Source: an optimization exercise on an open RTL-to-GDS flow (aim: a short achievable clock period and few clock cycles per item). Production flows keep margins and buffers that such runs may drop. In this exercise RTL edits were held to simulation tests only and were not proved equivalent to the original. Power figures rest on the tool's default switching activity, not on a simulated workload.

Setup of run A:
Design rv_core, start of the top module:
module rv_core (
  input  logic        clk,
  input  logic        reset_i,
  output logic [31:0] imem_addr_o,
  input  logic [31:0] imem_data_i,
  output logic [31:0] dmem_addr_o,
  output logic [31:0] dmem_wdata_o,
  output logic [3:0]  dmem_wstrb_o,
  output logic        dmem_we_o,
  input  logic [31:0] dmem_rdata_i,
  input  logic        dmem_stall_i,
  output logic        wb_valid_o,
  output logic [4:0]  wb_addr_o,
  output logic [31:0] wb_data_o
);
For scale: roughly 6200 cells after synthesis, ~1900 flip-flops, roughly 210 I/O pins.
Settings: LEC_CHECK=0, ABC_CLOCK_PERIOD_IN_PS=2500, CAP_MARGIN=20, CORE_MARGIN=2, CORE_UTILIZATION=27, SETUP_SLACK_MARGIN=4.5, SLEW_MARGIN=20, TNS_END_PERCENT=100; clock period 7.5 ns.
run.sh (not shown) runs the stock make flow with config.mk's settings and CLKGATE_MAP_FILE= SYNTH_SCRIPT=/design/flow/synth_recipe.tcl, a recipe that flattens the netlist after the stock synthesis.
Every stage of the flow completed for run A, and the final layout passed the timing, design-rule and antenna checks.
Testbench counts of run A, summed over its fixed seeds: cycles 11,705, instrs 11,200.
Modified inputs, run B compared to run A
- swapping 27 for 30 in CORE_UTILIZATION
--- outcome ---
- Via count deteriorates in run B relative to run A.
- Looking at slew at the pin with the worst max-slew slack across run B and run A, the one that comes out higher is run B.
- There was hardly any difference in clock group total power between run A and run B.
- Diff run B..run A | area of all placed cells without fillers | negligible
- Summary of run B over run A: routed wire length went up; total area of multi-input combinational cells shows a reduction of about 0.4%; effective utilization at floorplan +3.0 points.
- Ratio of cells with drive above 1 in the final layout ended up 0.48 points higher on run B than on run A.
- The run showing the smaller clock network fraction of total power is run A.
- Run B reports a higher global-route usage than run A does.
Modified inputs, run C compared to run B
- changing CORE_UTILIZATION from 30 to 33
Results
Looking at worst-path cell with the longest stage delay, the sky130_fd_sc_hd__dfxtp_4 result is from run C; the sky130_fd_sc_hd__a221o_4 one comes from run B. Run C vs run B, layout net count went down by 40. [compare] base=run B new=run C: non-clock buffer count shows a reduction of 40; internal power contribution now sits lower; area used by sequential logic in the layout ~0 delta. Compared with run B, in run C count of TritonRoute iterations in the first routing pass increased by 1 relative to the old numbers; maximum frequency saw an increase.

* * *

rv_core again, from the RTL that the note above started with.
Design rv_core, start of the top module:
module rv_core (
  input  logic        clk,
  input  logic        reset_i,
  output logic [31:0] imem_addr_o,
  input  logic [31:0] imem_data_i,
  output logic [31:0] dmem_addr_o,
  output logic [31:0] dmem_wdata_o,
  output logic [3:0]  dmem_wstrb_o,
  output logic        dmem_we_o,
  input  logic [31:0] dmem_rdata_i,
  input  logic        dmem_stall_i,
  output logic        wb_valid_o,
  output logic [4:0]  wb_addr_o,
  output logic [31:0] wb_data_o
);
  localparam logic [6:0] OPC_OP     = 7'b0110011;
  localparam logic [6:0] OPC_OP_IMM = 7'b0010011;
  localparam logic [6:0] OPC_LUI    = 7'b0110111;
  localparam logic [6:0] OPC_AUIPC  = 7'b0010111;
  localparam logic [6:0] OPC_LOAD   = 7'b0000011;
  localparam logic [6:0] OPC_STORE  = 7'b0100011;
  function automatic logic [31:0] rev32(input logic [31:0] v);
    for (int i = 0; i < 32; i++) rev32[i] = v[31-i];
  endfunction
  function automatic logic [31:0] lanes(input logic [1:0] width, input logic [31:0] v);
    case (width)
      2'b00:   lanes = {4{v[7:0]}};
      2'b01:   lanes = {2{v[15:0]}};
      default: lanes = v;
    endcase
  endfunction
  function automatic logic [31:0] ks_add(input logic [31:0] a, input logic [31:0] b);
    ks_add = ks_pg(a & b, a | b, a ^ b);
  endfunction
  function automatic logic [31:0] ks_pg(input logic [31:0] g0, input logic [31:0] p0,
                                        input logic [31:0] hp);
    logic [31:0] p, g, pp, gg;
    g  = g0;
    p  = p0;
    for (int l = 1; l < 32; l = l * 2) begin
      pp = p;
      gg = g;
      for (int j = l; j < 32; j++) begin
        gg[j] = g[j] | (p[j] & g[j - l]);
        pp[j] = p[j] & p[j - l];
      end
      p = pp;
      g = gg;
    end
    ks_pg = hp ^ {g[30:0], 1'b0};
  endfunction
  function automatic logic [3:0] onehot4(input logic [1:0] v);
    onehot4 = 4'b0001 << v;
  endfunction
  ...
Settings: LEC_CHECK=0, ABC_CLOCK_PERIOD_IN_PS=2500, CAP_MARGIN=20, CORE_MARGIN=2, CORE_UTILIZATION=35, SETUP_SLACK_MARGIN=4.5, SLEW_MARGIN=20, TNS_END_PERCENT=100; clock period 7.5 ns.
Testbench counts at the start, summed over its fixed seeds: cycles 11,705, instrs 11,200.
Next try:
--- a/flow/config.mk
+++ b/flow/config.mk
@@ -11,2 +11,2 @@
-export CORE_UTILIZATION = 35
-export SETUP_SLACK_MARGIN = 4.5
+export CORE_UTILIZATION = 33
+export SETUP_SLACK_MARGIN = 5.0
After rerunning:
- final area climbs by 7.7%
- routed wire length is higher by about 8%
- power rises by 3.2%
- clock skew goes up by 0.040 ns
- worst hold slack degrades by 0.013 ns

[port drivers added, routing unchanged]
In the flow no input, the clock included, has a driving cell. The finished layouts below were timed again as built, in two steps.
Step 1, drivers: a clkbuf_16 drives clk and a buf_2 each remaining input, both assumed.
Step 2 also shifts input and output timing later by t, the mid clock arrival at the registers, as if the neighbouring blocks saw the same clock.
Three values: ideal ports, drivers, drivers and shift; two values: the first two.
run	t (ns)	setup slack, ns	hold slack, ns	worst setup path at the end	clock arrival spread, ns
run A	0.948	4.242 / 4.242 / 3.426	0.370 / 0.370 / 0.370	input to register	0.080 / 0.081
run B	0.929	4.324 / 4.324 / 3.446	0.400 / 0.400 / 0.400	input to register	0.055 / 0.055
run C	0.949	4.350 / 4.350 / 3.464	0.412 / 0.412 / 0.412	input to register	0.072 / 0.072
the first run of note 2	0.921	4.272 / 4.272 / 3.501	0.415 / 0.415 / 0.415	input to register	0.047 / 0.047
the second run of note 2	0.958	4.278 / 4.278 / 3.389	0.402 / 0.402 / 0.402	input to register	0.093 / 0.093
After both steps every run listed still meets setup and hold. The setup slack of the second run of note 2, which loses most, moves by 0.000 ns with the drivers and by -0.889 ns with both steps.
